This is an optimization exercise on Yosys and OpenROAD, whose aim is small area, a short achievable clock period and few clock cycles per item, not a production implementation. In this exercise RTL edits were held to simulation tests only and were not proved equivalent to the original. No activity file was given, so power comes from the tool's default toggle rates.

==> flow/config.mk <==
export PLATFORM = sky130hd
export DESIGN_NAME = mul_div_unit
export DESIGN_NICKNAME = mul_div_unit
export VERILOG_FILES = /design/flow/design.v
export SDC_FILE = /design/flow/constraint.sdc
export NUM_CORES = 4
export LEC_CHECK = 0
export CAP_MARGIN = 20
export CORE_MARGIN = 2
export CORE_UTILIZATION = 40
export SLEW_MARGIN = 20
==> flow/run.sh <==
#!/bin/bash
# synth_recipe.tcl (not shown) runs the flow's synth.tcl, then flattens the netlist and writes it again
# the make line also repeats each setting of config.mk as NAME=value (left out here)
make -C /OpenROAD-flow-scripts/flow DESIGN_CONFIG=/design/flow/config.mk WORK_HOME=/design/flow/orfs CLKGATE_MAP_FILE= SYNTH_SCRIPT=/design/flow/synth_recipe.tcl finish
==> flow/design.v <==
module mul_div_unit #(
    parameter int DATA_WIDTH    = 64,
    parameter int WORD_WIDTH    = 32,
    parameter int CONTROL_WIDTH = 4
) (
    input  logic                     i_clk,
    input  logic                     i_arst_n,
    input  logic                     i_valid,
    output logic                     o_ready,
    input  logic [CONTROL_WIDTH-1:0] i_op,
    input  logic [DATA_WIDTH-1:0]    i_src_1,
    input  logic [DATA_WIDTH-1:0]    i_src_2,
    input  logic                     i_flush,
    output logic                     o_valid,
    input  logic                     i_ready,
    output logic [DATA_WIDTH-1:0]    o_result,
    output logic                     o_busy
);
    localparam int DW = DATA_WIDTH;
    localparam int WW = WORD_WIDTH;
    localparam int CW = $clog2(DW);
    typedef enum logic [1:0] {IDLE, CALC, DONE} state_t;
    state_t          state;
    logic [CW-1:0]   count;
    logic            is_div, want_rem, want_high, word, negate;
    logic [2*DW-1:0] a_reg, acc;
    logic [DW-1:0]   b_reg;
    function automatic [DW-1:0] word_ext(input [DW-1:0] v, input w);
        word_ext = w ? {{(DW-WW){v[WW-1]}}, v[WW-1:0]} : v;
    endfunction
    logic d_mul, d_div, d_word, d_s1, d_s2, d_rem, d_high;
    always_comb begin
        d_mul = 1'b0; d_div = 1'b0; d_word = 1'b0;
        d_s1 = 1'b0; d_s2 = 1'b0; d_rem = 1'b0; d_high = 1'b0;
        case (32'(i_op))
            0:  d_mul = 1'b1;
            1:  begin d_mul = 1'b1; d_high = 1'b1; d_s1 = 1'b1; d_s2 = 1'b1; end
            2:  begin d_mul = 1'b1; d_high = 1'b1; d_s1 = 1'b1; end
            3:  begin d_mul = 1'b1; d_high = 1'b1; end
            4:  begin d_div = 1'b1; d_s1 = 1'b1; d_s2 = 1'b1; end
            5:  d_div = 1'b1;
            6:  begin d_div = 1'b1; d_rem = 1'b1; d_s1 = 1'b1; d_s2 = 1'b1; end
            7:  begin d_div = 1'b1; d_rem = 1'b1; end
            8:  begin d_mul = 1'b1; d_word = 1'b1; end
            9:  begin d_div = 1'b1; d_word = 1'b1; d_s1 = 1'b1; d_s2 = 1'b1; end
            10: begin d_div = 1'b1; d_word = 1'b1; end
            11: begin d_div = 1'b1; d_word = 1'b1; d_rem = 1'b1; d_s1 = 1'b1; d_s2 = 1'b1; end
            12: begin d_div = 1'b1; d_word = 1'b1; d_rem = 1'b1; end
            default: ;
        endcase
    end
    logic [DW-1:0] x1, x2, m1, m2, min_val;
    logic          sg1, sg2, div_zero, div_ovf;
    always_comb begin
        x1 = i_src_1;
        x2 = i_src_2;
        if (d_word) begin
            x1 = d_s1 ? word_ext(i_src_1, 1'b1) : {{(DW-WW){1'b0}}, i_src_1[WW-1:0]};
            x2 = d_s2 ? word_ext(i_src_2, 1'b1) : {{(DW-WW){1'b0}}, i_src_2[WW-1:0]};
        end
        sg1      = d_s1 & x1[DW-1];
        sg2      = d_s2 & x2[DW-1];
        m1       = sg1 ? -x1 : x1;
        m2       = sg2 ? -x2 : x2;
        min_val  = d_word ? ({DW{1'b1}} << (WW-1)) : ({DW{1'b1}} << (DW-1));
        div_zero = d_div & (x2 == '0);
        div_ovf  = d_div & d_s1 & d_s2 & (x1 == min_val) & (x2 == '1);
    end
    logic [2*DW-1:0] acc_nxt, a_nxt, prod;
    logic [DW-1:0]   b_nxt, quo_rem, raw, calc_result;
    logic [DW:0]     rs, diff;
    logic            ge;
    always_comb begin
        rs   = {acc[DW-1:0], a_reg[DW-1]};
        diff = rs - {1'b0, b_reg};
        ge   = (rs >= {1'b0, b_reg});
        if (is_div) begin
            acc_nxt = {{(DW-1){1'b0}}, (ge ? diff : rs)};
            a_nxt   = {a_reg[2*DW-2:0], ge};
            b_nxt   = b_reg;
        end else begin
            acc_nxt = b_reg[0] ? acc + a_reg : acc;
            a_nxt   = a_reg << 1;
            b_nxt   = b_reg >> 1;
        end
        prod    = negate ? -acc_nxt : acc_nxt;
        quo_rem = want_rem ? acc_nxt[DW-1:0] : a_nxt[DW-1:0];
        if (negate)
            quo_rem = -quo_rem;
        raw = is_div ? quo_rem : (want_high ? prod[2*DW-1:DW] : prod[DW-1:0]);
        calc_result = word_ext(raw, word);
    end
    always_ff @(posedge i_clk or negedge i_arst_n) begin
        if (!i_arst_n) begin
            state     <= IDLE;
            count     <= '0;
            o_result  <= '0;
            a_reg     <= '0;
            b_reg     <= '0;
            acc       <= '0;
            is_div    <= 1'b0;
            want_rem  <= 1'b0;
            want_high <= 1'b0;
            word      <= 1'b0;
            negate    <= 1'b0;
        end else if (i_flush) begin
            state <= IDLE;
        end else begin
            case (state)
                IDLE: if (i_valid) begin
                    is_div    <= d_div;
                    want_rem  <= d_rem;
                    want_high <= d_high;
                    word      <= d_word;
                    negate    <= d_rem ? sg1 : (sg1 ^ sg2);
                    count     <= d_word ? CW'(WW-1) : CW'(DW-1);
                    a_reg     <= {{DW{1'b0}}, ((d_div && d_word) ? (m1 << (DW-WW)) : m1)};
                    b_reg     <= m2;
                    acc       <= '0;
                    if (!(d_mul || d_div)) begin
                        o_result <= '0;
                        state    <= DONE;
                    end else if (div_zero) begin
                        o_result <= d_rem ? word_ext(i_src_1, d_word) : '1;
                        state    <= DONE;
                    end else if (div_ovf) begin
                        o_result <= d_rem ? '0 : word_ext(i_src_1, d_word);
                        state    <= DONE;
                    end else begin
                        state <= CALC;
                    end
                end
                CALC: begin
                    a_reg <= a_nxt;
                    b_reg <= b_nxt;
                    acc   <= acc_nxt;
                    if (count == '0) begin
                        o_result <= calc_result;
                        state    <= DONE;
                    end else begin
                        count <= count - 1'b1;
                    end
                end
                DONE: if (i_ready) state <= IDLE;
                default: state <= IDLE;
            endcase
        end
    end
    assign o_ready = (state == IDLE);
    assign o_valid = (state == DONE);
    assign o_busy  = (state != IDLE);
endmodule
==> flow/constraint.sdc <==
create_clock -name core_clock -period 10.0 [get_ports {i_clk}]
set_input_delay 2.0000 -clock core_clock [delete_from_list [all_inputs] [get_ports {i_clk}]]
set_output_delay 2.0000 -clock core_clock [all_outputs]
set_load 0.01 [all_outputs]
==> summary.txt <==
## layout make-up
cell class | count | area [um2] | share of cell area (%)
multi-input cells | 5777 | 35700 | 66.9
flip-flops and latches | 397 | 9950 | 18.7
repair buffers | 372 | 3340 | 6.27
well taps | 1612 | 2020 | 3.78
clock buffers | 73 | 1480 | 2.78
inverters | 149 | 559 | 1.05
clock inverters | 25 | 268 | 0.502
diodes | 7 | 17.5 | 0.0328
## where the power goes
part	leakage [nW]	total (mW)	internal, mW	switching [mW]
Sequential	5.16	2.79	1.98	0.810
Clock	0.846	2.01	1.12	0.897
Combinational	14.8	10.9	3.14	7.79
## through the flow
stage	utilization [%]	cell area, um2
after floorplan	-	48000
after global placement	43.1	51500
after detailed placement	43.1	51500
after CTS	44.6	53300
after global routing	44.6	53300
final	44.6	53300
## kinds of logic after synthesis
logic type,after synthesis,share of synthesized area [%]
fa+ha+maj,203,5.32
flops,397,20.7
buf+inv,635,5.33
mux,85,1.84
xor+xnor,335,6.11
compound gates,2484,33.6
simple gates,2670,27.1
## synth_stat cells, types with 26 or more instances
cell,count,area (um2)
sky130_fd_sc_hd__a221oi_1,50,438
sky130_fd_sc_hd__and3_1,83,519
sky130_fd_sc_hd__and2_1,37,231
sky130_fd_sc_hd__nand2_1,860,3230
sky130_fd_sc_hd__o41ai_1,27,236
sky130_fd_sc_hd__a22oi_1,30,225
sky130_fd_sc_hd__or3_1,89,557
sky130_fd_sc_hd__nor2_1,612,2300
sky130_fd_sc_hd__ha_1,201,2510
sky130_fd_sc_hd__o22ai_1,38,238
sky130_fd_sc_hd__o21ai_0,628,3140
sky130_fd_sc_hd__mux2i_1,69,691
sky130_fd_sc_hd__a21oi_1,705,3530
sky130_fd_sc_hd__buf_2,62,310
sky130_fd_sc_hd__clkbuf_1,367,1380
sky130_fd_sc_hd__nor4_1,90,563
sky130_fd_sc_hd__a22o_1,90,788
sky130_fd_sc_hd__nand4_1,220,1380
sky130_fd_sc_hd__nor3_1,184,921
sky130_fd_sc_hd__o221ai_1,27,236
sky130_fd_sc_hd__a21o_1,81,608
sky130_fd_sc_hd__xnor2_1,181,1590
sky130_fd_sc_hd__or2_2,40,250
sky130_fd_sc_hd__inv_1,147,552
sky130_fd_sc_hd__nand3_1,204,1020
sky130_fd_sc_hd__o211ai_1,54,405
sky130_fd_sc_hd__a221o_1,41,410
sky130_fd_sc_hd__nand2b_1,56,350
sky130_fd_sc_hd__buf_1,41,154
sky130_fd_sc_hd__a31oi_1,77,482
sky130_fd_sc_hd__a211oi_1,100,751
sky130_fd_sc_hd__o21a_1,76,571
sky130_fd_sc_hd__dfrtp_1,397,9930
sky130_fd_sc_hd__or4_1,26,195
sky130_fd_sc_hd__o31ai_1,87,653
sky130_fd_sc_hd__and4_1,32,280
sky130_fd_sc_hd__xor2_1,154,1350
## worst paths after layout
check                           depth (start not counted)      endpoint         start  slack, ns
worst max-delay path                                   21  o_result[16]     b_reg[50]       1.49
worst min-delay path                                    2  o_result[16]  o_result[16]       0.47
worst max register to register                         21  o_result[16]     b_reg[50]       1.49
worst min register to register                          2  o_result[16]  o_result[16]       0.47
max in group asynchronous                               3        is_div      i_arst_n       6.70
min in group asynchronous                               1       acc[36]      i_arst_n       1.22
## per-layer routing
layer,routed length (um),global-route usage [%]
met3,42700,17.2
met1,120000,62.8
met5,452,0.942
met4,21400,27.2
met2,118000,64.7
## critical path, stage by stage, from the launching register on
cell and delay, ns:
sky130_fd_sc_hd__dfrtp_1 0.38, sky130_fd_sc_hd__inv_1 0.21, sky130_fd_sc_hd__ha_1 0.63, sky130_fd_sc_hd__nand4_1 0.27, sky130_fd_sc_hd__nor3_1 0.52, sky130_fd_sc_hd__nand3_1 0.34
sky130_fd_sc_hd__o21ai_2 0.30, sky130_fd_sc_hd__nor2_2 0.07, sky130_fd_sc_hd__buf_4 0.31, sky130_fd_sc_hd__a31oi_4 0.55, sky130_fd_sc_hd__o21ai_1 0.21, sky130_fd_sc_hd__buf_4 0.19
sky130_fd_sc_hd__a21oi_1 0.58, sky130_fd_sc_hd__nor4b_2 0.83, sky130_fd_sc_hd__nand3_1 0.42, sky130_fd_sc_hd__or3_1 0.53, sky130_fd_sc_hd__nor3_1 0.38, sky130_fd_sc_hd__a21oi_1 0.15
sky130_fd_sc_hd__xor2_1 0.41, sky130_fd_sc_hd__a21oi_1 0.20, sky130_fd_sc_hd__o21ai_0 0.73, sky130_fd_sc_hd__nand2_1 0.12
==> metrics.md <==
| Metric | Value |
|---|---|
| Number of standard-cell rows in the floorplan | `127` |
| Wire length of the first global-routing pass | `415000 um` |
| Placer congestion estimate | `1.14` |
| Buffers from clock root to sink, at most | `3` |
| Sequential cell area fraction in the yosys report | `20.7%` |
| Routed wire per std cell | `35.9 um` |
| Power density over cell area | `295 mW/mm2` |
| Total via count in the routed design | `60000` |
| Startpoint type of the worst setup path | `flop` |
| Number of register bits inferred by synthesis | `397` |
| Final worst path period need | `8.51 ns` |
| Maximum number of pins on one net before global-route repair | `170` |
| Number of synthesis warnings | `1` |
| Worst path arrival time | `9.03 ns` |
| Iteration-0 DRC count of the detailed router | `10500` |
| Number of routed nets with antenna violations | `0` |
| Synth unique cells | `123` |
| Area of the mapped netlist | `0.0480 mm2` |
| Fmax | `0.118 GHz` |
| Most common cell after layout, fill and taps aside | `sky130_fd_sc_hd__nand2_1` |
| Period utilization | `85.1%` |
| RSZ-0062 raised after global routing | `false` |
| Maximum ir drop on the vdd rail | `0.178 mV` |
| Number of buffers added by the clock tree synthesis step | `52` |
| Die ar. | `0.123 mm2` |
| Number of remaining DRC errors | `0` |
| Worst Slack Setup Final | `1.49 ns` |
| Number of fillers in the final layout | `12400` |
| I/O pin cnt | `204` |
| Total global-route track usage | `47.2%` |
| Leakage Power | `20.8 nW` |
| Run status | `complete, no violations` |
| Critical path capture point type | `flop` |
| Post CTS Setup Buffer Count | `0` |
| Post-DR vias/cell | `7.13` |
| Main flop type after synthesis | `sky130_fd_sc_hd__dfrtp_1` |
| CTS sink count | `397` |
| Setup TNS | `0 ns` |
| Worst skew pair latency | `0.71 ns` |
| Tightest hold margin | `0.472 ns` |
| Final setup fails | `0` |
| Syn nets | `7149` |
| Core Area | `0.119 mm2` |
| Cell Count Post-Placement | `8306` |
| Starting Density | `40.2%` |
| Hold Buf Count CTS | `0` |
| Share of synthesized flip-flops with an asynchronous set or reset | `100%` |
| Number of enable flip-flop cells after synthesis | `0` |
| Chip Height | `350 um` |
| Signed area change from the synthesized netlist to the final layout | `11.1%` |
| Maximum capacitance violations | `0` |
| Die width | `350 um` |
| Max transition margin | `14.2%` |
| Commonest non-fill, non-tap cells in the layout | `856 x sky130_fd_sc_hd__nand2_1, 704 x sky130_fd_sc_hd__a21oi_1, 625 x sky130_fd_sc_hd__o21ai_0, 607 x sky130_fd_sc_hd__nor2_1, 392 x sky130_fd_sc_hd__dfrtp_1` |
| Post-route total power | `15.7 mW` |
| CTS Root Buffer Type | `sky130_fd_sc_hd__clkbuf_16` |
| Final Max Tran Viols | `0` |
| TritonRoute pass-1 iters | `6` |
| Clock edge transition at the registers on the reported setup and hold paths | `0.06 ns` |
| Critical-path maximum fanout | `40` |
| Antenna violations before repair | `21` |
| Pre-CTS WS | `2.15 ns` |
| Final HPWL from detailed placement | `241000 um` |
| Non-filler instance count after layout | `8412` |
| Final setup skew | `0.0470 ns` |
| PortBufs | `203` |
| Maximum level of the CTS H-tree | `2` |
| Path category of the worst min-delay check | `flop to flop` |
| Syn avg cell area | `7.05 um2` |
| Post-synthesis instance total | `6809` |
| Share of layout cells above drive strength 1 | `6.46%` |
| Vias in the first global route | `53800` |
| Gates resized, CTS repair | `0` |
| Overflow left after global routing | `0` |
| Count of final hold-check violations | `0` |
| Number of nets at the end of the flow | `7089` |
| Overall routed net length | `302000 um` |
| Critical path class | `flop to flop` |
| Slew at the pin closest to its max-slew limit | `1.28 ns` |
| TritonCTS clock tree | `yes` |
| Worst path required time | `10.52 ns` |
Testbench counts, summed over its fixed seeds: cycles 166,496, items 3,200.

re-timing with driven ports:
In the flow no input, the clock included, has a driving cell. The finished layout below was timed again as built, in two steps.
Step 1 (the two cells are an assumption about what drives the block):
set clk [get_ports {i_clk}]
set_driving_cell -lib_cell sky130_fd_sc_hd__clkbuf_16 $clk
set_driving_cell -lib_cell sky130_fd_sc_hd__buf_2 [delete_from_list [all_inputs] $clk]
Step 2, shift: input delay + t, output delay - t, t = (earliest + latest rising clock arrival at the registers) / 2. This alone moves slack from input paths to output paths.
a / b / c = ideal / step 1 / step 2; a / b = the first two.
t, ns: 0.766
setup WS [ns]: 1.491 / 1.491 / 1.491
hold WS [ns]: 0.472 / 0.472 / 0.472
worst slew at a driven data input, ns: 0.10
After both steps setup and hold are still met in this run. For this run, drivers alone change the setup slack by 0.000 ns; drivers and shift together by 0.000 ns.
